Context: an optimization exercise on an open-source flow, tuned for small area, a short achievable clock period and few clock cycles per item. The choices shown serve that exercise and are no tape-out recipe.
Function was checked by simulation only, so behaviour that the tests miss may differ from the original.
Power and IR drop assume default switching activity.

===== flow/config.mk =====
export PLATFORM = sky130hd
export DESIGN_NAME = chol_update_top
export DESIGN_NICKNAME = chol_update_top
export VERILOG_FILES = /design/flow/design.v
export SDC_FILE = /design/flow/constraint.sdc
export NUM_CORES = 4
export LEC_CHECK = 0
export ABC_CLOCK_PERIOD_IN_PS = 4000
export CAP_MARGIN = 20
export CORE_MARGIN = 2
export CORE_UTILIZATION = 55
export CTS_CLUSTER_DIAMETER = 80
export CTS_CLUSTER_SIZE = 20
export SETUP_SLACK_MARGIN = 5
export SLEW_MARGIN = 20

===== flow/constraint.sdc =====
create_clock -name core_clock -period 12.0 [get_ports {clk}]
set_input_delay 2.4000 -clock core_clock [delete_from_list [all_inputs] [get_ports {clk}]]
set_output_delay 2.4000 -clock core_clock [all_outputs]
set_load 0.01 [all_outputs]

===== flow/design.v =====
package chol_types_pkg;
  typedef logic signed [8-1:0] sample_t;
  typedef logic signed [32-1:0] l_word_t;
  typedef logic signed [64-1:0] acc_t;
  typedef logic [$clog2(16)-1:0] band_t;
  typedef logic [$clog2(4)-1:0] em_t;
  typedef logic [$clog2(4*(4+1)/2)-1:0] tri_addr_t;
endpackage
package chol_ctrl_pkg;
  typedef enum logic [2:0] {
    IDLE,
    READ,    
    SUM,     
    DIV,     
    SQRT,    
    DONE
  } phase_t;
  typedef enum logic [1:0] {
    HOLD,
    CLEAR,
    ACC
  } mac_op_t;
endpackage
`timescale 1ns/1ps
module chol_update_top (
  input  logic                    clk,
  input  logic                    rst,
  input  logic                    start,
  input  chol_types_pkg::em_t     size,
  output logic                    addr_valid,
  output chol_types_pkg::band_t   u_band,
  output chol_types_pkg::em_t     u_col,
  output chol_types_pkg::band_t   vec_band,
  input  chol_types_pkg::sample_t u_data,
  input  chol_types_pkg::sample_t vec_data,
  input  logic                    data_valid,
  output logic                    busy,
  output logic                    done,
  output logic                    singular,
  input  logic                    rd_valid,
  input  chol_types_pkg::em_t     rd_row,
  input  chol_types_pkg::em_t     rd_col,
  output chol_types_pkg::l_word_t rd_data,
  output logic                    rd_data_valid
);
  logic        accept;
  logic [1:0]  row;         
  logic [2:0]  jf;          
  logic [2:0]  nw;          
  logic [2:0]  pk;          
  logic [1:0]  kk;          
  logic [1:0]  dsr;         
  logic [2:0]  mph;         
  logic        acc_zero;    
  logic        ma;          
  logic        apre;        
  logic        a_pre;       
  logic        crit;        
  logic        form;        
  logic        form0;       
  logic        pf;          
  logic        chk;         
  logic        dv_run;
  logic        dv_sqrt;
  logic        dv_fin;      
  logic [6:0]  cnt;         
  logic        qneg;
  logic        tneg;        
  assign accept = start && !busy && !rst;
  logic [31:0] lm [10];
  logic [1:0]  mx_row, mx_col;
  logic [31:0] mx;
  logic        wr_en;
  logic [1:0]  wr_col;
  logic [31:0] wr_data;
  function automatic logic [3:0] tri_idx(input logic [1:0] r, input logic [1:0] c);
    case ({r, c})
      4'b00_00: tri_idx = 4'd0;
      4'b01_00: tri_idx = 4'd1;
      4'b01_01: tri_idx = 4'd2;
      4'b10_00: tri_idx = 4'd3;
      4'b10_01: tri_idx = 4'd4;
      4'b10_10: tri_idx = 4'd5;
      4'b11_00: tri_idx = 4'd6;
      4'b11_01: tri_idx = 4'd7;
      4'b11_10: tri_idx = 4'd8;
      4'b11_11: tri_idx = 4'd9;
      default:  tri_idx = 4'd15;
    endcase
  endfunction
  always_comb begin
    case ({mx_row, mx_col})
      4'b00_00: mx = lm[0];
      4'b01_00: mx = lm[1];
      4'b01_01: mx = lm[2];
      4'b10_00: mx = lm[3];
      4'b10_01: mx = lm[4];
      4'b10_10: mx = lm[5];
      4'b11_00: mx = lm[6];
      4'b11_01: mx = lm[7];
      4'b11_10: mx = lm[8];
      4'b11_11: mx = lm[9];
      default:  mx = '0;
    endcase
  end
  always_ff @(posedge clk) begin
    for (int e = 0; e < 10; e++) begin
      if (wr_en && tri_idx(row, wr_col) == 4'(e)) lm[e] <= wr_data;
    end
  end
  always_comb begin
    mx_row = rd_row;
    mx_col = rd_col;
    if (busy) begin
      if (form || form0) begin
        mx_row = jf[1:0];
        mx_col = jf[1:0];
      end else if (ma) begin
        mx_row = row;
        mx_col = pk[1:0];
      end else if (apre) begin
        mx_row = jf[1:0];
        mx_col = nw[1:0];
      end else begin
        mx_row = dsr;
        mx_col = kk;
      end
    end
  end
  always_ff @(posedge clk) begin
    if (!busy || ma || apre) rd_data <= mx;
    else if (crit && (jf[1:0] == row)) rd_data <= wr_data;
  end
  always_ff @(posedge clk) begin
    if (rst) rd_data_valid <= 1'b0;
    else     rd_data_valid <= rd_valid;
  end
  logic              [4:0]  rx_cnt;
  logic signed       [15:0] pr;
  logic                     pv;
  logic signed       [19:0] gacc;
  logic signed       [19:0] gnext;
  logic                     g_rdy;
  logic                     g_last;
  assign vec_band = u_band;
  assign g_rdy    = rx_cnt[4];
  assign g_last   = pv && (rx_cnt == 5'd15);
  assign gnext    = ((rx_cnt == 5'd0) ? 20'sd0 : gacc) + 20'(pr);
  always_ff @(posedge clk) begin
    if (rst) begin
      addr_valid <= 1'b0;
    end else if (accept) begin
      addr_valid <= 1'b1;
      u_col      <= '0;
      u_band     <= '0;
    end else if ((form || form0) && (jf[1:0] != row)) begin
      addr_valid <= 1'b1;
      u_col      <= jf[1:0] + 2'd1;
      u_band     <= '0;
    end else if (addr_valid) begin
      u_band <= u_band + 4'd1;
      if (u_band == 4'd15) addr_valid <= 1'b0;
    end
  end
  always_ff @(posedge clk) begin
    pr <= u_data * vec_data;
    pv <= data_valid && !rst;
    if (accept || form || form0) begin
      rx_cnt <= '0;
    end else if (pv) begin
      rx_cnt <= rx_cnt + 5'd1;
      gacc   <= gnext;
    end
  end
  logic signed [31:0] a_op;
  logic signed [8:0]  dig;
  logic signed [40:0] pp;
  logic signed [40:0] ppr;
  logic        [63:0] pp_sh;
  logic        [63:0] acc;
  logic        [63:0] acc_eff;
  logic        [63:0] ax, az;
  logic               acin;
  logic        [63:0] acc_sum;
  logic        [63:0] g16;
  logic        [63:0] g16n;
  logic        [63:0] s_m;
  logic               y_ovf;
  logic        [63:0] q;
  assign a_op    = rd_data;
  logic [10:0] dgx;
  logic [40:0] brow [5];
  logic [40:0] bneg;
  localparam logic [40:0] BCONST = 41'(-(64'd341 << 33));
  assign dgx = {dig[8], dig, 1'b0};
  always_comb begin
    bneg = '0;
    for (int t = 0; t < 5; t++) begin
      logic one, two, neg;
      logic [33:0] mag, x;
      neg = dgx[2*t+2];
      one = dgx[2*t+1] ^ dgx[2*t];
      two = (dgx[2*t+2] & ~dgx[2*t+1] & ~dgx[2*t]) | (~dgx[2*t+2] & dgx[2*t+1] & dgx[2*t]);
      mag = one ? 34'(a_op) : (two ? {a_op[31], a_op, 1'b0} : 34'd0);
      x   = mag ^ {34{neg & (one | two)}};
      brow[t] = 41'({~x[33], x[32:0]}) << (2 * t);
      bneg[2*t] = neg & (one | two);
    end
  end
  assign pp = brow[0] + brow[1] + brow[2] + brow[3] + brow[4] + bneg + BCONST;
  assign acc_eff = acc_zero ? 64'd0 : acc;
  assign g16     = {{28{gacc[19]}}, gacc, 16'd0};
  assign g16n    = {{28{gnext[19]}}, gnext, 16'd0};
  assign s_m     = {acc_eff[63:8], 8'd0};
  always_comb begin
    case (mph)
      3'd4:    pp_sh = 64'(ppr);
      3'd5:    pp_sh = {64'(ppr)} << 8;
      3'd6:    pp_sh = {64'(ppr)} << 16;
      default: pp_sh = {64'(ppr)} << 24;
    endcase
  end
  always_comb begin
    if (form) begin
      ax = ~s_m;    az = g16;   acin = 1'b1;      
    end else if (pf) begin
      ax = ~q;      az = '0;    acin = 1'b1;      
    end else begin
      ax = acc_eff; az = pp_sh; acin = 1'b0;
    end
  end
  logic [64:0] acc_sum_x;
  assign acc_sum_x = {ax, acin} + {az, acin};
  assign acc_sum   = acc_sum_x[64:1];
  assign y_ovf = (g16[63] ^ s_m[63]) & (acc_sum[63] ^ g16[63]);
  always_ff @(posedge clk) begin
    if (mph >= 3'd4) acc <= acc_sum;
    if (mph >= 3'd3 && mph <= 3'd6) ppr <= pp;
    if (crit) begin
      dig <= {1'b0, wr_data[7:0]};
    end else if (mph >= 3'd2 && mph <= 3'd5) begin
      case (mph)
        3'd2: dig <= {1'b0, mx[7:0]};
        3'd3: dig <= {1'b0, mx[15:8]};
        3'd4: dig <= {1'b0, mx[23:16]};
        default: dig <= {mx[31], mx[31:24]};
      endcase
    end
  end
  logic [32:0] rm;
  logic [31:0] dr;         
  logic [34:0] a1, a2;
  logic [35:0] ob1, ob2;
  logic        ci;
  logic [35:0] df1, df2;
  logic        ge1, ge2;
  logic [32:0] r1, r2;
  logic [31:0] rt1;
  logic [32:0] lowmask;
  logic [32:0] sk_rem;
  logic        skip;
  always_comb begin
    for (int b = 0; b < 33; b++) lowmask[b] = (b < 31) ? |(dr >> (b + 1)) : 1'b0;
  end
  assign sk_rem = {rm[8:0], q[63:40]};
  assign skip   = (cnt >= 7'd32) &&
                  (dv_sqrt ? ((dr == 32'd0) && (q[63:40] == 24'd0))
                           : (!dr[31] && (rm[32:9] == 24'd0) && ((sk_rem & ~lowmask) == 33'd0)));
  assign ci = dv_sqrt ? 1'b1 : ~dr[31];
  assign a1  = dv_sqrt ? {rm, q[63:62]} : {2'b00, rm[31:0], q[63]};
  assign ob1 = dv_sqrt ? {2'b11, ~dr, 2'b10} : {4'hF, dr[31] ? dr : ~dr};
  assign df1 = {1'b0, a1} + ob1 + 36'(ci);
  assign ge1 = ~df1[35];
  assign r1  = ge1 ? df1[32:0] : a1[32:0];
  assign rt1 = {dr[30:0], ge1};
  assign a2  = dv_sqrt ? {r1, q[61:60]} : {2'b00, r1[31:0], q[62]};
  assign ob2 = dv_sqrt ? {2'b11, ~rt1, 2'b10} : ob1;
  assign df2 = {1'b0, a2} + ob2 + 36'(ci);
  assign ge2 = ~df2[35];
  assign r2  = ge2 ? df2[32:0] : a2[32:0];
  always_ff @(posedge clk) begin
    if (form || form0) begin
      q    <= form0 ? g16n : acc_sum;
      rm   <= '0;
      dr   <= (jf[1:0] == row) ? 32'd0 : mx;
      cnt  <= 7'd64;
      qneg <= (form0 ? gnext[19] : acc_sum[63]) ^ mx[31];
      tneg <= form0 ? gnext[19] : (acc_sum[63] ^ y_ovf);
    end else if (pf) begin
      if (q[63]) q <= acc_sum;
    end else if (dv_run) begin
      cnt <= cnt - (skip ? 7'd24 : (dv_sqrt ? 7'd4 : 7'd2));
      if (skip) begin
        q  <= {q[39:0], 24'd0};
        rm <= sk_rem;
      end else if (dv_sqrt) begin
        q  <= {q[59:0], 4'd0};
        rm <= r2;
        dr <= {dr[29:0], ge1, ge2};
      end else begin
        q  <= {q[61:0], ge1, ge2};
        rm <= r2;
      end
    end
  end
  logic can_ma;
  logic sing;
  logic dz;
  logic pipe_free;
  assign pipe_free = (mph == 3'd0) || (mph == 3'd7);
  assign can_ma = (pk < nw) && pipe_free && !crit;
  assign ma     = busy && !done && can_ma && (jf <= {1'b0, row});
  assign apre   = busy && dv_run && !dv_sqrt && !a_pre && (jf[1:0] != row) && (jf <= {1'b0, row}) &&
                  (pk == nw) && pipe_free;
  assign crit   = dv_fin && (pk == nw) && pipe_free && ((jf[1:0] == row) || a_pre);
  assign form0  = busy && (jf == 3'd0) && g_last;
  assign form   = busy && !done && (jf != 3'd0) && g_rdy && (pk == jf) && (mph == 3'd0) &&
                  !dv_run && !dv_fin && !pf && !chk;
  assign sing   = tneg || (q == 64'd0);
  assign dz     = (dr == 32'd0);
  always_comb begin
    wr_en   = dv_fin || (pf && dz) || done;
    wr_col  = done ? row : nw[1:0];
    if (done)    wr_data = singular ? 32'd0 : dr;
    else if (pf) wr_data = 32'd0;
    else         wr_data = qneg ? -q[31:0] : q[31:0];
  end
  always_ff @(posedge clk) begin
    if (rst) begin
      busy     <= 1'b0;
      done     <= 1'b0;
      singular <= 1'b0;
      dv_run   <= 1'b0;
      dv_fin   <= 1'b0;
      pf       <= 1'b0;
      chk      <= 1'b0;
      mph      <= 3'd0;
    end else if (accept) begin
      busy     <= 1'b1;
      row      <= size;
      jf       <= '0;
      nw       <= '0;
      pk       <= '0;
      acc_zero <= 1'b1;
      a_pre    <= 1'b0;
      mph      <= 3'd0;
      dv_run   <= 1'b0;
      dv_fin   <= 1'b0;
      pf       <= 1'b0;
      chk      <= 1'b0;
    end else if (busy) begin
      done   <= 1'b0;
      dv_fin <= 1'b0;
      pf     <= 1'b0;
      if (done) busy <= 1'b0;
      if (crit) begin
        mph   <= 3'd3;
        kk    <= nw[1:0];
        dsr   <= row;
        pk    <= pk + 3'd1;
        a_pre <= 1'b0;
      end else if (ma) begin
        mph <= 3'd2;
        kk  <= pk[1:0];
        dsr <= jf[1:0];
        pk  <= pk + 3'd1;
      end else if (mph != 3'd0) begin
        mph <= (mph == 3'd7) ? 3'd0 : mph + 3'd1;
      end
      if (mph == 3'd4) acc_zero <= 1'b0;
      if (apre) a_pre <= 1'b1;
      if (form || form0) begin
        jf       <= jf + 3'd1;
        pk       <= '0;
        acc_zero <= 1'b1;
        a_pre    <= 1'b0;
        dv_sqrt  <= (jf[1:0] == row);
        if (jf[1:0] == row) begin
          dv_run <= 1'b1;
          chk    <= 1'b1;
        end else begin
          pf     <= 1'b1;
        end
      end
      if (pf && !dz) dv_run <= 1'b1;
      if (chk) begin
        chk      <= 1'b0;
        singular <= sing;
        if (sing) begin
          dv_run <= 1'b0;
          done   <= 1'b1;
        end
      end
      if (dv_run && !(chk && sing) && !skip && (cnt == (dv_sqrt ? 7'd4 : 7'd2))) begin
        dv_run <= 1'b0;
        if (dv_sqrt) done   <= 1'b1;
        else         dv_fin <= 1'b1;
      end
      if (dv_fin || (pf && dz)) nw <= nw + 3'd1;
    end
  end
endmodule

===== flow/run.sh =====
#!/bin/bash
# synth_recipe.tcl (not shown) runs the flow's synth.tcl, then flattens the netlist and writes it again
# the make line also repeats each setting of config.mk as NAME=value (left out here)
make -C /OpenROAD-flow-scripts/flow DESIGN_CONFIG=/design/flow/config.mk WORK_HOME=/design/flow/orfs CLKGATE_MAP_FILE= SYNTH_SCRIPT=/design/flow/synth_recipe.tcl finish

==> results.rst, run 1 <==
.. list-table::
   :header-rows: 1

   * - Metric
     - Value
   * - Number of vias after detailed routing
     - 45000
   * - Net Sw Frac
     - between 40% and 50%
   * - I/O Buffers
     - between 70 and 80
   * - Nets
     - between 5000 and 6000
   * - Global-route wire length before repair
     - ~280000 um
   * - H-tree depth
     - 2
   * - Number of antenna violations at the first check in global routing
     - 10
   * - Detailed Route WL
     - 190000 um
   * - Top library cells by usage in the layout, fill and taps aside
     - sky130_fd_sc_hd__edfxtp_1, sky130_fd_sc_hd__nand2_1, sky130_fd_sc_hd__nor2_1
   * - RSZ-0062 raised after global routing
     - false
   * - Area share of the leading cell type in the synthesized netlist
     - about a third
   * - Detail Placement HPWL
     - 135000 um
   * - Number of antenna-violating nets in the routed design
     - 0
   * - Max incr delay on CP
     - between 0.5 and 0.6 ns
   * - Ys flop type
     - sky130_fd_sc_hd__edfxtp_1
   * - Chip Width
     - between 300 and 400 um
   * - Path type of the worst setup path
     - flip-flop to flip-flop
   * - Cell internal pwr
     - around 5.8 mW
   * - Post-Route Setup TNS
     - 0 ns
   * - Post-CTS clock slew at the launch and capture registers of the worst setup and hold paths
     - ~0.090 ns
   * - Detailed router's first-iteration violation count
     - ~5200
   * - Final worst-path cycle share
     - between 50% and 60%
   * - Logic pwr share
     - roughly 50%
   * - Post-route insts no fill
     - between 6000 and 7000
   * - Largest net degree at the start of global routing
     - a little under 80
   * - Fraction of final layout cells sized beyond drive strength 1
     - approximately 9%
   * - Post-route minimum period
     - just under 7 ns
   * - Final weighted congestion in routability-driven placement
     - approximately 1.1
   * - Portion of the post-synthesis area used by sequential elements
     - 37.4%
   * - Number of endpoints with negative hold slack in the final report
     - 0
   * - Effective utilization at floorplan
     - 55.4%
   * - Placed cell count
     - 6634
   * - Residual DRC count
     - 0
   * - Slowest library cell on the worst path
     - sky130_fd_sc_hd__or2_2
   * - Post-Syn Area per Cell
     - 9.47 um2
   * - CTS tree
     - yes
   * - Detailed-routing iteration count for the pre-antenna-repair pass
     - 19
   * - Required arrival time at the worst endpoint
     - ~12 ns
   * - Per-cell via count in the routed design
     - roughly 6.6
   * - Power per cell area
     - around 170 nW/um2
   * - Num CTS Buffers
     - 48
   * - Grt total ovfl
     - 0
   * - Clock Tree Root
     - sky130_fd_sc_hd__clkbuf_16
   * - Critical Path Source Type
     - flip-flop
   * - Part of the power in the clock network
     - between 10% and 20%
   * - Cell accounting for the most synthesized area
     - sky130_fd_sc_hd__edfxtp_1
   * - Psw
     - a little over 4 mW
   * - Area contributors post-synth
     - sky130_fd_sc_hd__edfxtp_1, sky130_fd_sc_hd__ha_1, sky130_fd_sc_hd__fa_1, sky130_fd_sc_hd__xnor2_1, sky130_fd_sc_hd__nand2_1
   * - Cells after Synth
     - 5562
   * - Post-Syn Area
     - 52700 um2
   * - Top Family by Delay on Critical Path
     - simple AND/OR/NAND/NOR gates
   * - Via count of the first global-routing pass
     - between 40000 and 50000
   * - Final clock skew
     - 0.0315 ns
   * - Most common library cell in the layout ignoring fill and taps
     - sky130_fd_sc_hd__edfxtp_1
   * - Number of clock sinks
     - ~680
   * - Class of the most critical hold timing path
     - flip-flop to flip-flop
   * - Outcome
     - timing/DRC/antenna clean
   * - Peak fanout along the critical path
     - 69
   * - Std-Cell Rows
     - ~110
   * - Synthesis-stage register bit count
     - 681
   * - Maximum count of clock buffers along a single path
     - 3
   * - Wire length per cell after detailed routing
     - ~28 um
   * - I/O pins
     - 74
   * - Synth warn
     - 3
   * - Cell chain of the critical path
     - buf_4, or2_2, nor4_4, and3_4, clkbuf_8, nand2_2, o21ai_1, ha_1, a21oi_1, nor2b_1, a21oi_1, nor2b_1, a311oi_2, o2111ai_1, nand4_1, nand3_1, a211oi_2, or3_1, a31oi_1, xor2_1
   * - Die height
     - ~310 um
   * - Sequential cell fraction of total power
     - between 30% and 40%
   * - Area overhead of the layout relative to synthesis
     - 9.27%
   * - Peak VDD IR
     - 0.183 mV
   * - All-Layer GR Usage
     - a little under two fifths
   * - Arrival time at the worst endpoint
     - 7.15 ns
   * - Worst max-slew margin expressed relative to the limit
     - a little over a quarter
   * - Category of the worst setup path capture point
     - flip-flop
   * - Die footprint
     - just under 100000 um2
   * - Count of hold buffers inserted by post-cts repair
     - 0
   * - Proportion of register bits with asynchronous set or reset after synthesis
     - 0%
   * - Number of synthesized flops with an enable pin
     - roughly 610
   * - Max Slew Vio Count
     - 0
   * - Final setup viols
     - 0
   * - Number of nets in the synthesized netlist
     - 6033
   * - Clock insertion delay at the later pin of the skew report
     - approximately 0.69 ns
   * - Lkg Pwr
     - 22.5 nW
   * - Count of buffer and inverter cells on the critical path
     - 2
   * - Maximum capacitance violations
     - 0
   * - Post-synth cell types
     - 96
   * - Transition at the pin with the smallest max-transition slack
     - 1.10 ns
   * - Achievable Freq
     - between 100 and 150 MHz
   * - Area of the core
     - 95000 um2
## metal layers
metal,routed length [um],track usage [%]
met5,68,0
met4,11400,18.8
met3,18200,7.38
met2,84200,59.1
met1,75700,50.6
## stage by stage
step	total power [mW]	hold slack, ns	worst slack [ns]	utilization (%)	cell area, um2
after detailed placement	7.91	0.474	3.61	57.6	54700
after floorplan	6.55	0.449	5.00	-	52800
after CTS	9.71	0.487	5.00	59.8	56800
final	9.83	0.487	5.27	60.6	57500
after global placement	7.84	0.467	3.82	57.6	54700
after global routing	10.5	0.529	4.95	60.5	57500
## synthesized netlist by cell type, types with 86 or more instances
library cell	count
sky130_fd_sc_hd__nand2_1	502
sky130_fd_sc_hd__ha_1	289
sky130_fd_sc_hd__a21o_1	86
sky130_fd_sc_hd__nand2b_1	104
sky130_fd_sc_hd__o21ai_0	345
sky130_fd_sc_hd__nor2_1	468
sky130_fd_sc_hd__inv_1	289
sky130_fd_sc_hd__a21oi_1	355
sky130_fd_sc_hd__a22oi_1	123
sky130_fd_sc_hd__xor2_1	180
sky130_fd_sc_hd__edfxtp_1	607
sky130_fd_sc_hd__fa_1	155
sky130_fd_sc_hd__clkbuf_1	336
sky130_fd_sc_hd__xnor2_1	229
## worst min-delay path, stage by stage, from the launching register on
cell and delay [ns]:
sky130_fd_sc_hd__dfxtp_1 0.34, sky130_fd_sc_hd__nand2_1 0.06, sky130_fd_sc_hd__a21oi_1 0.05
## final cells by class
type	count	area [um2]
antenna	4	10.0
clock buffer	61	1250
clock inverter	23	337
fill	8223	37500
inverter	290	1110
multi-input combinational	4197	31100
sequential	681	19700
tap	1265	1580
timing repair buffer	254	2410
## final timing paths
kind,slack [ns],startpoint,end,cells after the start
max reg2reg,5.27,done$_SDFFE_PP0P_,qneg$_DFFE_PN_,20
min,0.49,cnt[4]$_SDFFE_PN0P_,cnt[4]$_SDFFE_PN0P_,2
max,5.27,done$_SDFFE_PP0P_,qneg$_DFFE_PN_,20
min reg2reg,0.49,cnt[4]$_SDFFE_PN0P_,cnt[4]$_SDFFE_PN0P_,2
## power by group through the flow
stage | Sequential (mW) | Clock [mW] | Combinational [mW]
after floorplan | 3.05 | 0 | 3.50
after global placement | 3.19 | 0 | 4.65
after detailed placement | 3.20 | 0 | 4.71
after CTS | 3.14 | 1.78 | 4.79
after global routing | 3.17 | 1.85 | 5.45
final | 3.15 | 1.76 | 4.91
## logic make-up (layout without fill, tap and decap cells)
group,count (synthesis),count (layout),synth area share (%)
xor gates and xnor gates,409,409,6.80
DFF,681,681,37.4
and+or+nand+nor,1554,1555,13.7
muxes,147,147,3.18
buffers and inverters,686,628,4.97
AOI/OAI and AO/OA,1640,1641,21.1
other,0,4,0
adders and majority gates,445,445,12.8
## flip-flops by register name (all words and copies together), names as in the netlist, 5 cells and up
name	count
pr	16
lm	320
cnt	6
rm	33
ppr	41
rx_cnt	5
dr	32
q	64
dig	9
rd_data	32
gacc	20
acc	64
## what timing repair did
action	in CTS	in global routing
setup endpoints to repair	56	65
pin swaps	9	25
gates resized for setup	34	114
gates cloned	5	3
buffers inserted	22	22
Testbench counts, summed over its fixed seeds: cycles 48,104, updates 768.
==> run 2, diff against run 1 <==
--- a/flow/design.v
+++ b/flow/design.v
@@ -65,2 +65,3 @@
   logic        dv_fin;      
+  logic        sq_fin;      
   logic [6:0]  cnt;         
@@ -130,3 +131,4 @@
   always_ff @(posedge clk) begin
-    if (!busy || ma || apre) rd_data <= mx;
+    if (sq_fin && (rd_row == row) && (rd_col == row)) rd_data <= dr;    
+    else if (!busy || ma || apre) rd_data <= mx;
     else if (crit && (jf[1:0] == row)) rd_data <= wr_data;
@@ -188,3 +190,3 @@
   logic               y_ovf;
-  logic        [63:0] q;
+  logic        [55:0] q;        
   assign a_op    = rd_data;
@@ -226,3 +228,3 @@
     end else if (pf) begin
-      ax = ~q;      az = '0;    acin = 1'b1;      
+      ax = {~q, 8'hFF}; az = '0; acin = 1'b1;     
     end else begin
@@ -251,2 +253,3 @@
   logic [31:0] dr;         
+  logic [3:0]  nb;
   logic [34:0] a1, a2;
@@ -264,8 +267,9 @@
   end
-  assign sk_rem = {rm[8:0], q[63:40]};
+  assign sk_rem = {rm[8:0], q[55:32]};
   assign skip   = (cnt >= 7'd32) &&
-                  (dv_sqrt ? ((dr == 32'd0) && (q[63:40] == 24'd0))
+                  (dv_sqrt ? ((dr == 32'd0) && (q[55:32] == 24'd0))
                            : (!dr[31] && (rm[32:9] == 24'd0) && ((sk_rem & ~lowmask) == 33'd0)));
   assign ci = dv_sqrt ? 1'b1 : ~dr[31];
-  assign a1  = dv_sqrt ? {rm, q[63:62]} : {2'b00, rm[31:0], q[63]};
+  assign nb  = (cnt > 7'd8) ? q[55:52] : 4'd0;    
+  assign a1  = dv_sqrt ? {rm, nb[3:2]} : {2'b00, rm[31:0], nb[3]};
   assign ob1 = dv_sqrt ? {2'b11, ~dr, 2'b10} : {4'hF, dr[31] ? dr : ~dr};
@@ -275,3 +279,3 @@
   assign rt1 = {dr[30:0], ge1};
-  assign a2  = dv_sqrt ? {r1, q[61:60]} : {2'b00, r1[31:0], q[62]};
+  assign a2  = dv_sqrt ? {r1, nb[1:0]} : {2'b00, r1[31:0], nb[2]};
   assign ob2 = dv_sqrt ? {2'b11, ~rt1, 2'b10} : ob1;
@@ -282,3 +286,3 @@
     if (form || form0) begin
-      q    <= form0 ? g16n : acc_sum;
+      q    <= form0 ? g16n[63:8] : acc_sum[63:8];
       rm   <= '0;
@@ -289,3 +293,3 @@
     end else if (pf) begin
-      if (q[63]) q <= acc_sum;
+      if (q[55]) q <= acc_sum[63:8];
     end else if (dv_run) begin
@@ -293,6 +297,6 @@
       if (skip) begin
-        q  <= {q[39:0], 24'd0};
+        q  <= {q[31:0], 24'd0};
         rm <= sk_rem;
       end else if (dv_sqrt) begin
-        q  <= {q[59:0], 4'd0};
+        q  <= {q[51:0], 4'd0};
         rm <= r2;
@@ -300,3 +304,3 @@
       end else begin
-        q  <= {q[61:0], ge1, ge2};
+        q  <= {q[53:0], ge1, ge2};
         rm <= r2;
@@ -318,9 +322,9 @@
                   !dv_run && !dv_fin && !pf && !chk;
-  assign sing   = tneg || (q == 64'd0);
+  assign sing   = tneg || (q == 56'd0);
   assign dz     = (dr == 32'd0);
   always_comb begin
-    wr_en   = dv_fin || (pf && dz) || done;
-    wr_col  = done ? row : nw[1:0];
-    if (done)    wr_data = singular ? 32'd0 : dr;
-    else if (pf) wr_data = 32'd0;
+    wr_en   = dv_fin || (pf && dz) || (done && singular) || sq_fin;
+    wr_col  = (done || sq_fin) ? row : nw[1:0];
+    if (sq_fin)              wr_data = dr;
+    else if (done || pf)     wr_data = 32'd0;
     else         wr_data = qneg ? -q[31:0] : q[31:0];
@@ -328,2 +332,5 @@
   always_ff @(posedge clk) begin
+    sq_fin <= busy && dv_run && dv_sqrt && (cnt == 7'd4);
+  end
+  always_ff @(posedge clk) begin
     if (rst) begin
@@ -393,6 +400,6 @@
       end
+      if (dv_run && dv_sqrt && !(chk && sing) && (cnt == 7'd8)) done <= 1'b1;
       if (dv_run && !(chk && sing) && !skip && (cnt == (dv_sqrt ? 7'd4 : 7'd2))) begin
         dv_run <= 1'b0;
-        if (dv_sqrt) done   <= 1'b1;
-        else         dv_fin <= 1'b1;
+        if (!dv_sqrt) dv_fin <= 1'b1;
       end
==> run 2 against run 1 <==
  * Still clean
  * Clock power about the same
  * Die area fell by 0.96%
  * Maximum frequency is 0.81% lower
  * Combinational power is 0.8% higher
  * Sequential power is 2% lower
  * Final area down 1.2%
  * Sequential share of layout area hardly changed
  * First-iteration DRC count grew 12%
  * Largest cell class unchanged
==> results.rst, run 2 <==
.. list-table::
   :header-rows: 1

   * - Metric
     - Value
   * - Outcome
     - timing/DRC/antenna clean
   * - Final clock skew
     - roughly 0.052 ns
   * - Critical Path Source Type
     - flip-flop
   * - Area contributors post-synth
     - sky130_fd_sc_hd__edfxtp_1, sky130_fd_sc_hd__ha_1, sky130_fd_sc_hd__fa_1, sky130_fd_sc_hd__a21oi_1, sky130_fd_sc_hd__xnor2_1
   * - Flip-flop count of the largest register after layout
     - between 300 and 400
   * - Post-Syn Area per Cell
     - roughly 9.5 um2
   * - Std-Cell Rows
     - ~110
   * - Cell chain of the critical path
     - buf_16, ha_1, nor2b_2, buf_6, nor3_2, buf_4, or3_4, o21ai_0, ha_1, a21o_1, a21o_1, a211o_1, or3b_1, o21ai_1, o21ai_1, a221o_1, a21oi_1, o31ai_1, nand2_1, a21oi_2, nor4b_2, nor4_2, or3_1
   * - Clock insertion delay at the later pin of the skew report
     - 0.69 ns
   * - Num CTS Buffers
     - 48
   * - Nets
     - a little under 6000
   * - CTS tree
     - yes
   * - Power per cell area
     - approximately 170 nW/um2
   * - Number of clock sinks
     - roughly 670
   * - Path type of the worst setup path
     - flip-flop to flip-flop
   * - Number of endpoints with negative hold slack in the final report
     - 0
   * - Required arrival time at the worst endpoint
     - approximately 12 ns
   * - Post-Syn Area
     - 52100 um2
   * - Cell accounting for the most synthesized area
     - sky130_fd_sc_hd__edfxtp_1
   * - Post-synth cell types
     - between 90 and 100
   * - Post-Route Setup TNS
     - 0 ns
   * - Peak VDD IR
     - approximately 0.19 mV
   * - Max Slew Vio Count
     - 0
   * - Achievable Freq
     - approximately 150 MHz
   * - Top Family by Delay on Critical Path
     - compound AO/OA/AOI/OAI gates
   * - Detail Placement HPWL
     - approximately 130000 um
   * - Effective utilization at floorplan
     - a little under three fifths
   * - Final weighted congestion in routability-driven placement
     - between 1 and 1.5
   * - Area of the core
     - 93600 um2
   * - Ys flop type
     - sky130_fd_sc_hd__edfxtp_1
   * - Most common library cell in the layout ignoring fill and taps
     - sky130_fd_sc_hd__edfxtp_1
   * - Area overhead of the layout relative to synthesis
     - 9.06%
   * - Worst setup endpoint
     - q[53]$_DFFE_PP_
   * - Proportion of register bits with asynchronous set or reset after synthesis
     - 0%
   * - Crit path launch
     - mph[2]$_SDFFE_PN0P_
   * - Final setup viols
     - 0
   * - Per-cell via count in the routed design
     - 6.70
   * - End-of-flow core utilization
     - between 60% and 70%
   * - Logic depth of the worst register-to-register path
     - 23
   * - Arrival time at the worst endpoint
     - between 7 and 8 ns
   * - Register with the most flip-flops
     - lm
   * - Cells after Synth
     - roughly 5500
   * - Critical path depth
     - 23
   * - Maximum capacitance violations
     - 0
   * - Transition at the pin with the smallest max-transition slack
     - ~1.1 ns
   * - Fraction of final layout cells sized beyond drive strength 1
     - 8.43%
   * - Fill cell count
     - between 8000 and 9000
   * - Top library cells by usage in the layout, fill and taps aside
     - sky130_fd_sc_hd__edfxtp_1, sky130_fd_sc_hd__nand2_1, sky130_fd_sc_hd__nor2_1
   * - Number of vias after detailed routing
     - 44700
   * - Count of hold buffers inserted by post-cts repair
     - 0
   * - Portion of the post-synthesis area used by sequential elements
     - 37.4%
   * - Worst hold margin
     - between 0.5 and 0.6 ns
   * - Post-CTS clock slew at the launch and capture registers of the worst setup and hold paths
     - approximately 0.090 ns
   * - RSZ-0062 raised after global routing
     - true
   * - Die height
     - about 310 um
   * - Lkg Pwr
     - 22.5 nW
   * - Maximum count of clock buffers along a single path
     - 3
   * - Die footprint
     - between 90000 and 100000 um2
   * - H-tree depth
     - 2
   * - Worst reg-to-reg setup slack
     - 5.22 ns
   * - Wire length per cell after detailed routing
     - about 28 um
   * - Clock Tree Root
     - sky130_fd_sc_hd__clkbuf_16
   * - Global-route wire length before repair
     - between 200000 and 300000 um
   * - Slowest library cell on the worst path
     - sky130_fd_sc_hd__dfxtp_4
   * - Number of nets in the synthesized netlist
     - slightly below 6000
   * - Post-route minimum period
     - 6.78 ns
   * - Worst max-slew margin expressed relative to the limit
     - ~25%
   * - Grt total ovfl
     - 0
   * - R2R Path Start
     - mph[2]$_SDFFE_PN0P_
   * - Largest net degree at the start of global routing
     - 93
   * - Most frequent cell after synthesis
     - sky130_fd_sc_hd__edfxtp_1
   * - Number of antenna-violating nets in the routed design
     - 0
   * - Detailed router's first-iteration violation count
     - approximately 5800
   * - Residual DRC count
     - 0
   * - Terminus of the critical flop-to-flop path
     - q[53]$_DFFE_PP_
   * - Chip Width
     - between 300 and 400 um
   * - Number of synthesized flops with an enable pin
     - roughly 600
   * - Post-route insts no fill
     - ~6700
   * - Synthesis-stage register bit count
     - between 600 and 700
   * - Number of antenna violations at the first check in global routing
     - 9
   * - Max incr delay on CP
     - between 0.5 and 0.6 ns
   * - Most instantiated cells after synthesis
     - sky130_fd_sc_hd__edfxtp_1, sky130_fd_sc_hd__nand2_1, sky130_fd_sc_hd__nor2_1
   * - Final worst-path cycle share
     - 56.5%
   * - I/O Buffers
     - 73
   * - All-Layer GR Usage
     - between 30% and 40%
   * - Peak fanout along the critical path
     - 55
   * - Biggest registers after layout
     - lm (320), acc (64), q (56)
   * - Detailed-routing iteration count for the pre-antenna-repair pass
     - 8
   * - Via count of the first global-routing pass
     - between 40000 and 50000
   * - Category of the worst setup path capture point
     - flip-flop
   * - Placed cell count
     - 6546
   * - Count of buffer and inverter cells on the critical path
     - 3
   * - Area share of the leading cell type in the synthesized netlist
     - 34.5%
   * - Class of the most critical hold timing path
     - flip-flop to flip-flop
   * - I/O pins
     - 74
   * - Detailed Route WL
     - 186000 um
   * - Synth warn
     - 3
run 2: through the flow:
stage	cell area [um2]	total power, mW	setup WS [ns]
floorplan	52200	6.45	5.03
global placement	54200	7.85	3.85
detailed placement	54200	7.89	3.65
CTS	56200	9.68	5.01
global route	56900	10.4	4.93
finish	56900	9.78	5.22
run 2: final cells by class:
| cell class | count | area [um2] | area share (%) |
|---|---|---|---|
| antenna | 1 | 2.50 | 0.00440 |
| tap | 1254 | 1570 | 2.76 |
| clock inverter | 22 | 292 | 0.513 |
| timing repair buffer | 253 | 2430 | 4.28 |
| clock buffer | 58 | 1260 | 2.22 |
| sequential | 674 | 19500 | 34.3 |
| multi-input combinational | 4152 | 30800 | 54.2 |
| inverter | 264 | 1010 | 1.78 |
run 2: kinds of logic after synthesis:
| group | count (synthesis) | share of synthesized area [%] |
|---|---|---|
| buf+inv | 655 | 4.87 |
| simple gates | 1491 | 13.5 |
| xor+xnor | 413 | 6.94 |
| flops | 674 | 37.4 |
| fa+ha+maj | 446 | 12.9 |
| compound gates | 1641 | 20.9 |
| mux | 160 | 3.55 |
run 2: how the worst min path moves through the flow:
stage                              startpoint                  end  slack (ns)  depth (start not counted)
after floorplan           rm[31]$_SDFFE_PN0P_  rm[31]$_SDFFE_PN0P_        0.45                          2
after global placement    cnt[4]$_SDFFE_PN0P_  cnt[4]$_SDFFE_PN0P_        0.48                          2
after detailed placement  rm[32]$_SDFFE_PN0P_  rm[32]$_SDFFE_PN0P_        0.49                          2
after CTS                 rm[32]$_SDFFE_PN0P_  rm[32]$_SDFFE_PN0P_        0.51                          2
after global routing      cnt[4]$_SDFFE_PN0P_  cnt[4]$_SDFFE_PN0P_        0.54                          2
final                     cnt[4]$_SDFFE_PN0P_  cnt[4]$_SDFFE_PN0P_        0.51                          2
run 2: metal layers:
layer / global-route usage (%) / wire length, um
met2: 54.4 / 78900
met1: 52.3 / 75100
met5: 0 / 57
met3: 7.97 / 21400
met4: 16.4 / 9990
run 2: repair_timing:
action | 4_1_cts | 5_1_grt
cloned | 2 | 6
setup endpoints to repair | 61 | 52
setup buffers | 14 | 28
pin swaps | 7 | 21
gates resized for setup | 64 | 81
run 2: power breakdown:
group | leakage (nW) | total, mW | internal (mW) | switching (mW)
Combinational | 15.7 | 4.95 | 2.02 | 2.93
Clock | 0.743 | 1.73 | 0.786 | 0.944
Sequential | 6.09 | 3.10 | 2.87 | 0.231
Total | 22.5 | 9.78 | 5.67 | 4.11
run 2: worst reg2reg max path, stage by stage, from the launching register on:
cell and delay [ns]:
sky130_fd_sc_hd__dfxtp_4 0.56, sky130_fd_sc_hd__buf_16 0.33, sky130_fd_sc_hd__ha_1 0.29, sky130_fd_sc_hd__nor2b_2 0.19, sky130_fd_sc_hd__buf_6 0.36, sky130_fd_sc_hd__nor3_2 0.10, sky130_fd_sc_hd__buf_4 0.30, sky130_fd_sc_hd__or3_4 0.50
sky130_fd_sc_hd__o21ai_0 0.22, sky130_fd_sc_hd__ha_1 0.32, sky130_fd_sc_hd__a21o_1 0.20, sky130_fd_sc_hd__a21o_1 0.20, sky130_fd_sc_hd__a211o_1 0.31, sky130_fd_sc_hd__or3b_1 0.37, sky130_fd_sc_hd__o21ai_1 0.31, sky130_fd_sc_hd__o21ai_1 0.17
sky130_fd_sc_hd__a221o_1 0.38, sky130_fd_sc_hd__a21oi_1 0.25, sky130_fd_sc_hd__o31ai_1 0.16, sky130_fd_sc_hd__nand2_1 0.14, sky130_fd_sc_hd__a21oi_2 0.10, sky130_fd_sc_hd__nor4b_2 0.31, sky130_fd_sc_hd__nor4_2 0.11, sky130_fd_sc_hd__or3_1 0.33
Testbench counts of run 2, summed over its fixed seeds: cycles 47,336, updates 768.
==> run 3, diff against run 2 <==
--- a/flow/design.v
+++ b/flow/design.v
@@ -239,6 +239,6 @@
     if (mph >= 3'd4) acc <= acc_sum;
-    if (mph >= 3'd3 && mph <= 3'd6) ppr <= pp;
+    ppr <= pp;
     if (crit) begin
       dig <= {1'b0, wr_data[7:0]};
-    end else if (mph >= 3'd2 && mph <= 3'd5) begin
+    end else begin
       case (mph)
--- a/flow/config.mk
+++ b/flow/config.mk
@@ -7,6 +7,5 @@
 export LEC_CHECK = 0
-export ABC_CLOCK_PERIOD_IN_PS = 4000
 export CAP_MARGIN = 20
 export CORE_MARGIN = 2
-export CORE_UTILIZATION = 55
+export CORE_UTILIZATION = 70
 export CTS_CLUSTER_DIAMETER = 80
==> run 3 against run 2 <==
  * Still clean on timing, DRC and antenna
  * Hold slack worse by 0.0073 ns
  * Synthesized cell count up 2.1%
  * Sequential share of layout area down 0.50 points
==> results.rst, run 3 <==
.. list-table::
   :header-rows: 1

   * - Metric
     - Value
   * - Area contributors post-synth
     - sky130_fd_sc_hd__edfxtp_1, sky130_fd_sc_hd__ha_1, sky130_fd_sc_hd__fa_1, sky130_fd_sc_hd__dfxtp_1, sky130_fd_sc_hd__xnor2_1
   * - Die footprint
     - 76800 um2
   * - Final setup viols
     - 0
   * - Largest net degree at the start of global routing
     - 97
   * - Num CTS Buffers
     - 47
   * - Detailed Route WL
     - 182000 um
   * - Outcome
     - timing/DRC/antenna clean
   * - Fraction of final layout cells sized beyond drive strength 1
     - 7.29%
   * - RSZ-0062 raised after global routing
     - true
   * - CTS tree
     - yes
   * - Terminus of the critical flop-to-flop path
     - rm[28]$_SDFFE_PN0P_
   * - Mux share of post-synthesis cell area
     - 3.21%
   * - Peak VDD IR
     - approximately 0.34 mV
   * - Power per cell area
     - between 200 and 300 nW/um2
   * - Sequential cell fraction of total power
     - approximately a quarter
   * - Per-cell via count in the routed design
     - between 7 and 8
   * - Maximum capacitance violations
     - 0
   * - H-tree depth
     - 2
   * - Logic depth of the worst register-to-register path
     - 28
   * - Area share of the leading cell type in the synthesized netlist
     - between 30% and 40%
   * - Final weighted congestion in routability-driven placement
     - a little over 1
   * - Flip-flop count of the largest register after layout
     - between 300 and 400
   * - Std-Cell Rows
     - 100
   * - Psw
     - 7.09 mW
   * - Number of vias after detailed routing
     - approximately 47000
   * - Via count of the first global-routing pass
     - roughly 44000
   * - Logic pwr share
     - between 60% and 70%
   * - Count of hold buffers inserted by post-cts repair
     - 0
   * - Area share of and/or/nand/nor cells after synthesis
     - 13.9%
   * - Most frequent cell after synthesis
     - sky130_fd_sc_hd__edfxtp_1
   * - Ys flop type
     - sky130_fd_sc_hd__edfxtp_1
   * - Top library cells by usage in the layout, fill and taps aside
     - sky130_fd_sc_hd__edfxtp_1, sky130_fd_sc_hd__nand2_1, sky130_fd_sc_hd__nor2_1
   * - Largest family of logic cells by synthesized area
     - compound AO/OA/AOI/OAI gates
   * - Required arrival time at the worst endpoint
     - 12.54 ns
   * - Net Sw Frac
     - between 40% and 50%
   * - Post-route insts no fill
     - 6473
   * - Maximum count of clock buffers along a single path
     - 3
   * - Chip Width
     - between 200 and 300 um
   * - Residual DRC count
     - 0
   * - Fill cell count
     - roughly 5300
   * - Grt total ovfl
     - 0
   * - Worst setup margin
     - around 5.1 ns
   * - Clock insertion delay at the later pin of the skew report
     - roughly 0.67 ns
   * - Area overhead of the layout relative to synthesis
     - 7.80%
   * - All-Layer GR Usage
     - a little under half
   * - Worst setup timing slack at the placement stage
     - around 3.6 ns
   * - Path type of the worst setup path
     - flip-flop to flip-flop
   * - Cell accounting for the most synthesized area
     - sky130_fd_sc_hd__edfxtp_1
   * - Cell internal pwr
     - ~7.4 mW
   * - I/O pins
     - 74
   * - I/O Buffers
     - 73
   * - Wire length per cell after detailed routing
     - between 20 and 30 um
   * - Category of the worst setup path capture point
     - flip-flop
   * - Part of the power in the clock network
     - 11.8%
   * - Synthesis-stage register bit count
     - between 600 and 700
   * - Number of endpoints with negative hold slack in the final report
     - 0
   * - Most instantiated cells after synthesis
     - sky130_fd_sc_hd__edfxtp_1, sky130_fd_sc_hd__nand2_1, sky130_fd_sc_hd__nor2_1
   * - Most common library cell in the layout ignoring fill and taps
     - sky130_fd_sc_hd__edfxtp_1
   * - Count of antenna diodes in the layout
     - 0
   * - Detailed router's first-iteration violation count
     - about 7200
   * - Class of the most critical hold timing path
     - flip-flop to flip-flop
   * - Number of clock sinks
     - between 600 and 700
   * - Detail Placement HPWL
     - roughly 130000 um
   * - Post-route minimum period
     - between 6 and 7 ns
   * - Global-route wire length before repair
     - roughly 270000 um
   * - Cell depth of the worst hold path
     - 2
   * - Hold EP
     - cnt[4]$_SDFFE_PN0P_
   * - Cell seen most often among critical-path stages
     - sky130_fd_sc_hd__o31a_1
   * - Area of the core
     - about 74000 um2
   * - Post-Syn Area per Cell
     - 9.33 um2
   * - Post-synthesis share of cell area spent on xor and xnor gates
     - slightly below 7%
   * - Post-synth cell types
     - ~100
   * - Lkg Pwr
     - 22.3 nW
   * - Post-CTS clock slew at the launch and capture registers of the worst setup and hold paths
     - about 0.080 ns
   * - Placed cell count
     - 6344
   * - Synth warn
     - 3
   * - Register with the most flip-flops
     - lm
   * - Max Slew Vio Count
     - 0
   * - Critical Path Source Type
     - flip-flop
   * - Worst max-slew margin expressed relative to the limit
     - between 10% and 20%
   * - Detailed-routing iteration count for the pre-antenna-repair pass
     - 17
   * - Max incr delay on CP
     - roughly 0.47 ns
   * - Cells after Synth
     - around 5600
   * - Effective utilization at floorplan
     - between 70 and 80%
   * - Peak fanout along the critical path
     - 14
   * - Proportion of register bits with asynchronous set or reset after synthesis
     - 0%
   * - Number of antenna violations at the first check in global routing
     - 6
   * - Worst Hold Launch
     - cnt[4]$_SDFFE_PN0P_
   * - Arrival time at the worst endpoint
     - roughly 7.5 ns
   * - Slowest library cell on the worst path
     - sky130_fd_sc_hd__or4_4
   * - Post-Route Setup TNS
     - 0 ns
   * - Adder-cell share of the synthesized area
     - ~13%
   * - Final worst-path cycle share
     - around 58%
   * - Biggest registers after layout
     - lm (320), acc (64), q (56)
   * - Final clock skew
     - about 0.075 ns
   * - Nets
     - roughly 5900
   * - Number of nets in the synthesized netlist
     - just over 6000
   * - Clock Tree Root
     - sky130_fd_sc_hd__clkbuf_16
   * - Compound-cell area share of the yosys netlist
     - around 22%
   * - Worst reg-to-reg setup slack
     - between 5 and 6 ns
   * - Transition at the pin with the smallest max-transition slack
     - between 1 and 1.5 ns
   * - Post-Syn Area
     - between 50000 and 60000 um2
   * - Number of antenna-violating nets in the routed design
     - 0
   * - Portion of the post-synthesis area used by sequential elements
     - about 36%
   * - R2R Path Start
     - cnt[6]$_SDFFE_PN1P_
   * - Achievable Freq
     - 145 MHz
   * - Number of synthesized flops with an enable pin
     - 550
   * - Die height
     - 277 um
-- run 3: cell types whose count changed after synthesis, sizes merged, moves of 23 or more --
cell	previous run	this run
dfxtp	75	124
a21oi	397	364
a22oi	137	109
nor2	415	486
edfxtp	599	550
a211oi	70	97
a221o	15	38
-- run 3: repair_timing --
item	in CTS	in global routing
resized for setup	44	86
pin swaps	2	18
gates cloned	4	7
setup buffers	8	22
endpoints found under the setup margin	49	45
-- run 3: critical path: cells and delay by family (launching register included) --
kind            cells  cell delay, ns
compound gates     14            3.26
xor+xnor            1            0.19
fa+ha+maj           3            1.04
buf+inv             2            0.31
flops               1            0.37
simple gates        8            1.68
-- run 3: cell families (layout without fill, tap and decap cells) --
| kind of cell | Yosys count | in the layout |
|---|---|---|
| XOR/XNOR | 415 | 415 |
| AND/OR/NAND/NOR | 1559 | 1559 |
| flip-flops | 674 | 674 |
| multiplexers | 160 | 160 |
| AO/OA/AOI/OAI | 1675 | 1677 |
| adder cells (fa/ha/maj) | 445 | 445 |
| buffers and inverters | 666 | 574 |
-- run 3: metrics by stage --
stage | cell area [um2] | power (mW) | hold slack, ns | util (%)
floorplan | 52200 | 9.70 | 0.449 | -
global placement | 53600 | 12.1 | 0.471 | 72.4
detailed placement | 53600 | 12.3 | 0.479 | 72.4
CTS | 55500 | 14.1 | 0.493 | 75.0
global route | 56300 | 15.5 | 0.532 | 76.0
finish | 56300 | 14.5 | 0.500 | 76.0
-- run 3: per-layer routing --
metal | share of wire, % | global-route usage, %
met4 | 7.6 | 27.3
met5 | 0.042 | 0
met2 | 43 | 68.3
met1 | 35 | 59.2
met3 | 15 | 13.8
-- run 3: final cells by class --
cell class	instances	area [um2]	share of cell area, %
clock inverter	19	287	0.509
multi-input combinational	4256	31200	55.5
timing repair inverter	1	8.76	0.0156
inverter	261	1020	1.81
timing repair buffer	224	2210	3.92
clock buffer	69	1280	2.27
tap	969	1210	2.15
sequential	674	19000	33.8
-- run 3: power groups by stage --
stage	registers, mW	clock network, mW	logic (mW)
2_1_floorplan	3.11	0	6.60
3_3_place_gp	3.41	0	8.68
3_5_place_dp	3.41	0	8.86
4_1_cts	3.36	1.70	9.01
5_1_grt	3.41	1.79	10.3
6_report	3.44	1.71	9.38
-- run 3: worst max path at each step --
stage | slack [ns] | startpoint | cells after the start | end
after floorplan | 4.93 | dv_sqrt$_DFFE_PP_ | 34 | rm[30]$_SDFFE_PN0P_
after CTS | 5.02 | dv_sqrt$_DFFE_PP_ | 29 | rm[29]$_SDFFE_PN0P_
after global routing | 4.81 | cnt[6]$_SDFFE_PN1P_ | 28 | rm[29]$_SDFFE_PN0P_
after global placement | 3.75 | dv_sqrt$_DFFE_PP_ | 27 | rm[17]$_SDFFE_PN0P_
final | 5.08 | cnt[6]$_SDFFE_PN1P_ | 28 | rm[28]$_SDFFE_PN0P_
after detailed placement | 3.58 | dv_sqrt$_DFFE_PP_ | 27 | rm[24]$_SDFFE_PN0P_
Testbench counts of run 3, summed over its fixed seeds: cycles 47,336, updates 768.
==> run 4, diff against run 3 <==
--- a/flow/design.v
+++ b/flow/design.v
@@ -149,2 +149,4 @@
   assign g_last   = pv && (rx_cnt == 5'd15);
+  assign pr       = u_data * vec_data;    
+  assign pv       = data_valid;
   assign gnext    = ((rx_cnt == 5'd0) ? 20'sd0 : gacc) + 20'(pr);
@@ -167,4 +169,2 @@
   always_ff @(posedge clk) begin
-    pr <= u_data * vec_data;
-    pv <= data_valid && !rst;
     if (accept || form || form0) begin
@@ -239,6 +239,6 @@
     if (mph >= 3'd4) acc <= acc_sum;
-    ppr <= pp;
+    if (mph >= 3'd3 && mph <= 3'd6) ppr <= pp;
     if (crit) begin
       dig <= {1'b0, wr_data[7:0]};
-    end else begin
+    end else if (mph >= 3'd2 && mph <= 3'd5) begin
       case (mph)
--- a/flow/config.mk
+++ b/flow/config.mk
@@ -7,5 +7,6 @@
 export LEC_CHECK = 0
+export ABC_CLOCK_PERIOD_IN_PS = 4000
 export CAP_MARGIN = 20
 export CORE_MARGIN = 2
-export CORE_UTILIZATION = 70
+export CORE_UTILIZATION = 55
 export CTS_CLUSTER_DIAMETER = 80
==> run 4 against run 3 <==
  * First-iteration DRC count down 19%
  * Final cell count rose by 6.6%
  * Global-route usage is 6.5 points lower
==> results.rst, run 4 <==
.. list-table::
   :header-rows: 1

   * - Metric
     - Value
   * - Outcome
     - timing/DRC/antenna clean
   * - Die height
     - around 310 um
   * - Register with the most flip-flops
     - lm
   * - Psw
     - roughly 6.1 mW
   * - Number of clock sinks
     - ~660
   * - Maximum count of clock buffers along a single path
     - 3
   * - Peak fanout along the critical path
     - 40
   * - Count of antenna diodes in the layout
     - 0
   * - Achievable Freq
     - 143 MHz
   * - Grt total ovfl
     - 0
   * - Portion of the post-synthesis area used by sequential elements
     - a little over a third
   * - Top Family by Delay on Critical Path
     - buffers and inverters
   * - Number of antenna violations at the first check in global routing
     - 12
   * - I/O Buffers
     - 73
   * - Detailed router's first-iteration violation count
     - approximately 5800
   * - Effective utilization at floorplan
     - 55.5%
   * - Cell internal pwr
     - around 7 mW
   * - Final clock skew
     - 0.0877 ns
   * - Logic pwr share
     - between 60% and 70%
   * - Net Sw Frac
     - 46.0%
   * - CTS tree
     - yes
   * - Chip Width
     - ~310 um
   * - Category of the worst setup path capture point
     - flip-flop
   * - Transition at the pin with the smallest max-transition slack
     - around 1.3 ns
   * - Part of the power in the clock network
     - roughly an eighth
   * - Post-CTS clock slew at the launch and capture registers of the worst setup and hold paths
     - around 0.090 ns
   * - Final weighted congestion in routability-driven placement
     - 1.06
   * - Per-cell via count in the routed design
     - between 6 and 7
   * - Final setup viols
     - 0
   * - Cell seen most often among critical-path stages
     - sky130_fd_sc_hd__buf_4
   * - Final worst-path cycle share
     - about 58%
   * - Number of synthesized flops with an enable pin
     - ~600
   * - Clock insertion delay at the later pin of the skew report
     - 0.71 ns
   * - Post-route minimum period
     - between 6 and 7 ns
   * - Detail Placement HPWL
     - 140000 um
   * - Nets
     - around 6000
   * - Proportion of register bits with asynchronous set or reset after synthesis
     - 0%
   * - Std-Cell Rows
     - around 110
   * - Most common library cell in the layout ignoring fill and taps
     - sky130_fd_sc_hd__edfxtp_1
   * - Class of the most critical hold timing path
     - flip-flop to flip-flop
   * - Clock Tree Root
     - sky130_fd_sc_hd__clkbuf_16
   * - Critical Path Source Type
     - input pin
   * - Synthesis-stage register bit count
     - roughly 660
   * - Area of the core
     - ~95000 um2
   * - All-Layer GR Usage
     - 39.3%
   * - Slowest library cell on the worst path
     - sky130_fd_sc_hd__o221ai_1
   * - Peak VDD IR
     - around 0.43 mV
   * - Worst max-slew margin expressed relative to the limit
     - between 10% and 20%
   * - Ys flop type
     - sky130_fd_sc_hd__edfxtp_1
   * - Residual DRC count
     - 0
   * - Fraction of final layout cells sized beyond drive strength 1
     - between 10 and 15%
   * - Detailed Route WL
     - ~200000 um
   * - Cell accounting for the most synthesized area
     - sky130_fd_sc_hd__edfxtp_1
   * - Power per cell area
     - 224 nW/um2
   * - Lkg Pwr
     - 23.2 nW
   * - Flip-flop count of the largest register after layout
     - between 300 and 400
   * - Arrival time at the worst endpoint
     - 7.38 ns
   * - Post-synth cell types
     - roughly 110
   * - Maximum capacitance violations
     - 0
   * - Die footprint
     - ~99000 um2
   * - Global-route wire length before repair
     - 287000 um
   * - Top library cells by usage in the layout, fill and taps aside
     - sky130_fd_sc_hd__edfxtp_1, sky130_fd_sc_hd__nand2_1, sky130_fd_sc_hd__nor2_1
   * - Wire length per cell after detailed routing
     - between 20 and 30 um
   * - Number of nets in the synthesized netlist
     - 6147
   * - Area overhead of the layout relative to synthesis
     - 11.1%
   * - Required arrival time at the worst endpoint
     - between 10 and 15 ns
   * - Most frequent cell after synthesis
     - sky130_fd_sc_hd__nand2_1
   * - Number of antenna-violating nets in the routed design
     - 0
   * - Cells after Synth
     - around 5600
   * - Biggest registers after layout
     - lm (320), acc (64), q (56)
   * - I/O pins
     - between 70 and 80
   * - Synth warn
     - 3
   * - Count of hold buffers inserted by post-cts repair
     - 0
   * - Worst hold margin
     - roughly 0.50 ns
   * - H-tree depth
     - 2
   * - Detailed-routing iteration count for the pre-antenna-repair pass
     - 6
   * - Sequential cell fraction of total power
     - a little under a quarter
   * - Max incr delay on CP
     - about 0.74 ns
   * - Area contributors post-synth
     - sky130_fd_sc_hd__edfxtp_1, sky130_fd_sc_hd__fa_1, sky130_fd_sc_hd__ha_1, sky130_fd_sc_hd__nand2_1, sky130_fd_sc_hd__a21oi_1
   * - Number of vias after detailed routing
     - roughly 46000
   * - Area share of the leading cell type in the synthesized netlist
     - 34.0%
   * - Cell chain of the critical path
     - clkdlybuf4s50_1, and4_1, buf_4, nor2_4, buf_6, inv_2, a22o_1, or2_1, buf_4, nor2_4, buf_4, a21oi_1, o221ai_1, mux2i_1, a21oi_1
   * - Worst reg-to-reg setup slack
     - 5.07 ns
   * - RSZ-0062 raised after global routing
     - true
   * - Largest net degree at the start of global routing
     - around 160
   * - Via count of the first global-routing pass
     - ~43000
   * - Num CTS Buffers
     - 46
   * - Count of buffer and inverter cells on the critical path
     - 6
   * - Number of endpoints with negative hold slack in the final report
     - 0
   * - Post-Syn Area
     - 52800 um2
   * - Post-Syn Area per Cell
     - roughly 9.4 um2
   * - Max Slew Vio Count
     - 0
   * - Path type of the worst setup path
     - input pin to flip-flop
   * - Most instantiated cells after synthesis
     - sky130_fd_sc_hd__nand2_1, sky130_fd_sc_hd__edfxtp_1, sky130_fd_sc_hd__nor2_1
   * - Post-Route Setup TNS
     - 0 ns
==> run 4: final timing paths <==
| kind | from | endpoint | cells past startpoint |
|---|---|---|---|
| max | data_valid | rd_data[9]$_DFFE_PP_ | 15 |
| min | cnt[6]$_SDFFE_PN1P_ | cnt[6]$_SDFFE_PN1P_ | 2 |
| max reg2reg | dv_sqrt$_DFFE_PP_ | rm[18]$_SDFFE_PN0P_ | 30 |
| min reg2reg | cnt[6]$_SDFFE_PN1P_ | cnt[6]$_SDFFE_PN1P_ | 2 |
==> run 4: layout make-up <==
class                      count  area, um2
inverter                     266       1020
fill                        8117      36400
clock inverter                20        363
tap                         1265       1580
clock buffer                  65       1250
sequential                   657      19200
multi-input combinational   4325      32400
timing repair buffer         304       2910
==> run 4: what timing repair did <==
action	CTS	global route
cloned	10	6
buffers inserted	31	69
gates resized for setup	156	231
setup endpoints to repair	97	107
pin swaps	30	64
==> run 4: layer usage <==
layer | global-route usage (%) | vias to the layer above | wire [um]
met5 | 0 | - | 86
met4 | 20.6 | 12 | 12500
met3 | 11.2 | 552 | 24400
met2 | 58.6 | 2726 | 85700
met1 | 52.2 | 22600 | 76900
li1 | - | 20500 | -
==> run 4: logic make-up after synthesis <==
group                    after synthesis  share of synthesized area (%)
AO/OA/AOI/OAI                       1638                           20.9
XOR/XNOR                             366                           6.07
adder cells (fa/ha/maj)              475                           13.9
buffers and inverters                667                           4.99
flip-flops                           657                           36.2
multiplexers                         163                           3.35
AND/OR/NAND/NOR                     1679                           14.5
==> run 4: power by group through the flow <==
stage | combinational (mW) | clock (mW) | sequential, mW
2_1_floorplan | 4.71 | 0 | 3.05
3_3_place_gp | 6.80 | 0 | 3.19
5_1_grt | 8.94 | 1.83 | 3.16
3_5_place_dp | 6.83 | 0 | 3.19
6_report | 8.25 | 1.75 | 3.15
4_1_cts | 7.40 | 1.76 | 3.14
==> run 4: stage by stage <==
stage / instances / instance area (um2) / setup slack [ns] / util (%) / total power [mW]
after floorplan: 5645 / 52900 / 4.77 / - / 7.76
after global placement: 6697 / 54700 / 3.03 / 57.5 / 9.99
after detailed placement: 6701 / 54700 / 2.96 / 57.5 / 10.0
after CTS: 6827 / 57100 / 4.95 / 60.0 / 12.3
after global routing: 6902 / 58700 / 4.81 / 61.7 / 13.9
final: 6902 / 58700 / 5.01 / 61.7 / 13.2
==> run 4: worst min-delay path, cell delays in order (launching register included) <==
cell,delay [ns]
sky130_fd_sc_hd__dfxtp_1,0.34
sky130_fd_sc_hd__xnor2_1,0.07
sky130_fd_sc_hd__nand2_1,0.06
Testbench counts of run 4, summed over its fixed seeds: cycles 45,607, updates 768.
==> run 5, diff against run 4 <==
--- a/flow/design.v
+++ b/flow/design.v
@@ -53,2 +53,3 @@
   logic [2:0]  mph;         
+  logic        la;          
   logic        acc_zero;    
@@ -149,4 +150,2 @@
   assign g_last   = pv && (rx_cnt == 5'd15);
-  assign pr       = u_data * vec_data;    
-  assign pv       = data_valid;
   assign gnext    = ((rx_cnt == 5'd0) ? 20'sd0 : gacc) + 20'(pr);
@@ -169,2 +168,4 @@
   always_ff @(posedge clk) begin
+    pr <= u_data * vec_data;
+    pv <= data_valid && !rst;
     if (accept || form || form0) begin
@@ -217,3 +218,3 @@
   always_comb begin
-    case (mph)
+    case (la ? 3'd7 : mph)
       3'd4:    pp_sh = 64'(ppr);
@@ -238,3 +239,3 @@
   always_ff @(posedge clk) begin
-    if (mph >= 3'd4) acc <= acc_sum;
+    if (mph >= 3'd4 || la) acc <= acc_sum;
     if (mph >= 3'd3 && mph <= 3'd6) ppr <= pp;
@@ -313,3 +314,3 @@
   logic pipe_free;
-  assign pipe_free = (mph == 3'd0) || (mph == 3'd7);
+  assign pipe_free = (mph == 3'd0) || (mph == 3'd6) || (mph == 3'd7);
   assign can_ma = (pk < nw) && pipe_free && !crit;
@@ -320,3 +321,3 @@
   assign form0  = busy && (jf == 3'd0) && g_last;
-  assign form   = busy && !done && (jf != 3'd0) && g_rdy && (pk == jf) && (mph == 3'd0) &&
+  assign form   = busy && !done && (jf != 3'd0) && g_rdy && (pk == jf) && (mph == 3'd0) && !la &&
                   !dv_run && !dv_fin && !pf && !chk;
@@ -344,2 +345,3 @@
       mph      <= 3'd0;
+      la       <= 1'b0;
     end else if (accept) begin
@@ -353,2 +355,3 @@
       mph      <= 3'd0;
+      la       <= 1'b0;
       dv_run   <= 1'b0;
@@ -362,2 +365,3 @@
       if (done) busy <= 1'b0;
+      la <= (crit || ma) && (mph == 3'd6);
       if (crit) begin
==> run 5 against run 4 <==
  * Sequential cell count up 18
  * Via count down 1.4%
  * Critical path type is now flip-flop to flip-flop
  * Hold slack worse by 0.0021 ns
  * Largest power group unchanged
  * Sequential power down 1%
==> results.rst, run 5 <==
.. list-table::
   :header-rows: 1

   * - Metric
     - Value
   * - Logic depth of the worst register-to-register path
     - 28
   * - Power per cell area
     - about 170 nW/um2
   * - All-Layer GR Usage
     - 36.9%
   * - Register with the most flip-flops
     - lm
   * - Post-Syn Area per Cell
     - around 9.4 um2
   * - Worst setup endpoint
     - rm[6]$_SDFFE_PN0P_
   * - Largest family of logic cells by synthesized area
     - compound AO/OA/AOI/OAI gates
   * - Most common library cell in the layout ignoring fill and taps
     - sky130_fd_sc_hd__edfxtp_1
   * - Flip-flop count of the largest register after layout
     - between 300 and 400
   * - Proportion of register bits with asynchronous set or reset after synthesis
     - 0%
   * - Arrival time at the worst endpoint
     - 7.36 ns
   * - Class of the most critical hold timing path
     - flip-flop to flip-flop
   * - Achievable Freq
     - approximately 150 MHz
   * - Final worst-path cycle share
     - 57.1%
   * - Via count of the first global-routing pass
     - between 40000 and 50000
   * - Number of synthesized flops with an enable pin
     - between 500 and 600
   * - Max Slew Vio Count
     - 0
   * - Critical Path Source Type
     - flip-flop
   * - Post-synth cell types
     - 104
   * - Fill cell count
     - roughly 8500
   * - Slowest library cell on the worst path
     - sky130_fd_sc_hd__edfxtp_1
   * - Wire length per cell after detailed routing
     - approximately 27 um
   * - Crit path launch
     - dv_sqrt$_DFFE_PP_
   * - Outcome
     - timing/DRC/antenna clean
   * - Area of the core
     - 96300 um2
   * - Fraction of final layout cells sized beyond drive strength 1
     - a little over 8%
   * - Max incr delay on CP
     - 0.42 ns
   * - Cell seen most often among critical-path stages
     - sky130_fd_sc_hd__a211oi_2
   * - Detailed router's first-iteration violation count
     - slightly below 6000
   * - Count of antenna diodes in the layout
     - 0
   * - Area share of and/or/nand/nor cells after synthesis
     - approximately 14%
   * - Cell depth of the worst hold path
     - 2
   * - Die footprint
     - slightly below 100000 um2
   * - R2R Path Start
     - dv_sqrt$_DFFE_PP_
   * - Critical path depth
     - 28
   * - Area share of the leading cell type in the synthesized netlist
     - about a third
   * - Synthesis-stage register bit count
     - roughly 680
   * - RSZ-0062 raised after global routing
     - false
   * - Most instantiated cells after synthesis
     - sky130_fd_sc_hd__edfxtp_1, sky130_fd_sc_hd__nand2_1, sky130_fd_sc_hd__nor2_1
   * - Per-cell via count in the routed design
     - 6.63
   * - Sequential cell fraction of total power
     - between 30% and 40%
   * - Count of buffer and inverter cells on the critical path
     - 6
   * - Final clock skew
     - 0.0891 ns
   * - Footprint of the flip-flops and latches
     - between 15000 and 20000 um2
   * - Nets
     - ~6000
   * - Compound-cell area share of the yosys netlist
     - about a fifth
   * - Transition at the pin with the smallest max-transition slack
     - around 1.1 ns
   * - Maximum capacitance violations
     - 0
   * - Number of endpoints with negative hold slack in the final report
     - 0
[run 5: kinds of logic (layout without fill, tap and decap cells)]
family	Yosys count	after routing
and+or+nand+nor	1656	1658
DFF	675	675
buffers and inverters	671	604
muxes	227	227
AOI/OAI and AO/OA	1638	1639
adders and majority gates	445	445
xor gates and xnor gates	378	378
[run 5: worst register-to-register path: cells and delay by family (launching register included)]
family | cells | cell delay (ns)
muxes | 4 | 1.13
AOI/OAI and AO/OA | 10 | 2.19
DFF | 1 | 0.42
and+or+nand+nor | 6 | 1.10
adders and majority gates | 2 | 0.74
buffers and inverters | 6 | 1.08
[run 5: worst min-delay path by stage]
stage	slack, ns	start	endpoint
finish	0.50	cnt[4]$_SDFFE_PN0P_	cnt[4]$_SDFFE_PN0P_
global route	0.53	cnt[4]$_SDFFE_PN0P_	cnt[4]$_SDFFE_PN0P_
CTS	0.49	cnt[4]$_SDFFE_PN0P_	cnt[4]$_SDFFE_PN0P_
detailed placement	0.48	cnt[4]$_SDFFE_PN0P_	cnt[4]$_SDFFE_PN0P_
global placement	0.46	cnt[4]$_SDFFE_PN0P_	cnt[4]$_SDFFE_PN0P_
floorplan	0.45	cnt[4]$_SDFFE_PN0P_	cnt[4]$_SDFFE_PN0P_
[run 5: metrics by stage]
step | util (%) | worst slack, ns | cell area, um2 | std cells | power (mW)
global placement | 57.3 | 3.59 | 55200 | 6771 | 7.61
CTS | 59.3 | 5.00 | 57100 | 6876 | 9.40
finish | 60.1 | 5.15 | 57800 | 6902 | 9.55
detailed placement | 57.4 | 3.49 | 55200 | 6771 | 7.65
floorplan | - | 5.01 | 53300 | 5690 | 6.27
global route | 60.1 | 4.93 | 57800 | 6902 | 10.1
[run 5: power by group through the flow]
stage	clock network, mW	registers (mW)	logic [mW]
6_report	1.74	3.11	4.70
5_1_grt	1.83	3.12	5.18
4_1_cts	1.76	3.10	4.54
3_5_place_dp	0	3.15	4.50
3_3_place_gp	0	3.16	4.45
2_1_floorplan	0	3.00	3.27
[run 5: routing by layer]
layer | GRT usage [%] | vias to the layer above | wire length, um
met2 | 56.9 | 2348 | 83800
met3 | 6.31 | 391 | 18700
met1 | 52.1 | 22400 | 78000
met4 | 13.7 | 8 | 7840
li1 | - | 20600 | -
met5 | 0 | - | 60
[run 5: final cells by class]
class | count | area share [%]
multi-input cells | 4347 | 55.0
clock inverters | 20 | 0.547
inverters | 275 | 1.81
clock buffers | 68 | 2.17
well taps | 1276 | 2.76
repair buffers | 241 | 3.96
flip-flops and latches | 675 | 33.7
[run 5: what timing repair did]
item / in CTS / in global routing
buffers inserted: 13 / 21
pin swaps: 4 / 23
gates cloned: 4 / 4
resized for setup: 39 / 97
hold buffers: 0 / 0
setup endpoints to repair: 83 / 77
Testbench counts of run 5, summed over its fixed seeds: cycles 47,150, updates 768.

==> what the ideal ports hide <==
How much do the figures lean on ideal ports? The routed layouts below were timed once more, with nothing changed but the port constraints.
Step 1, drivers: a clkbuf_16 drives clk and a buf_2 each remaining input, both assumed.
Step 2 times the ports against the registers' clock, not the clock port: input delays grow and output delays shrink by t, the midpoint of the rising clock arrivals with the driver on.
Slacks: no drivers / after step 1 / after step 2; pairs: no drivers / after step 1.
run	t (ns)	slack for setup (ns)
run 1	0.745	5.273 / 5.273 / 4.623
run 2	0.736	5.218 / 5.218 / 4.587
run 3	0.703	5.083 / 5.083 / 4.601
run 4	0.746	5.013 / 4.924 / 4.178
run 5	0.742	5.150 / 5.150 / 4.690
After both steps every run listed still meets setup and hold.
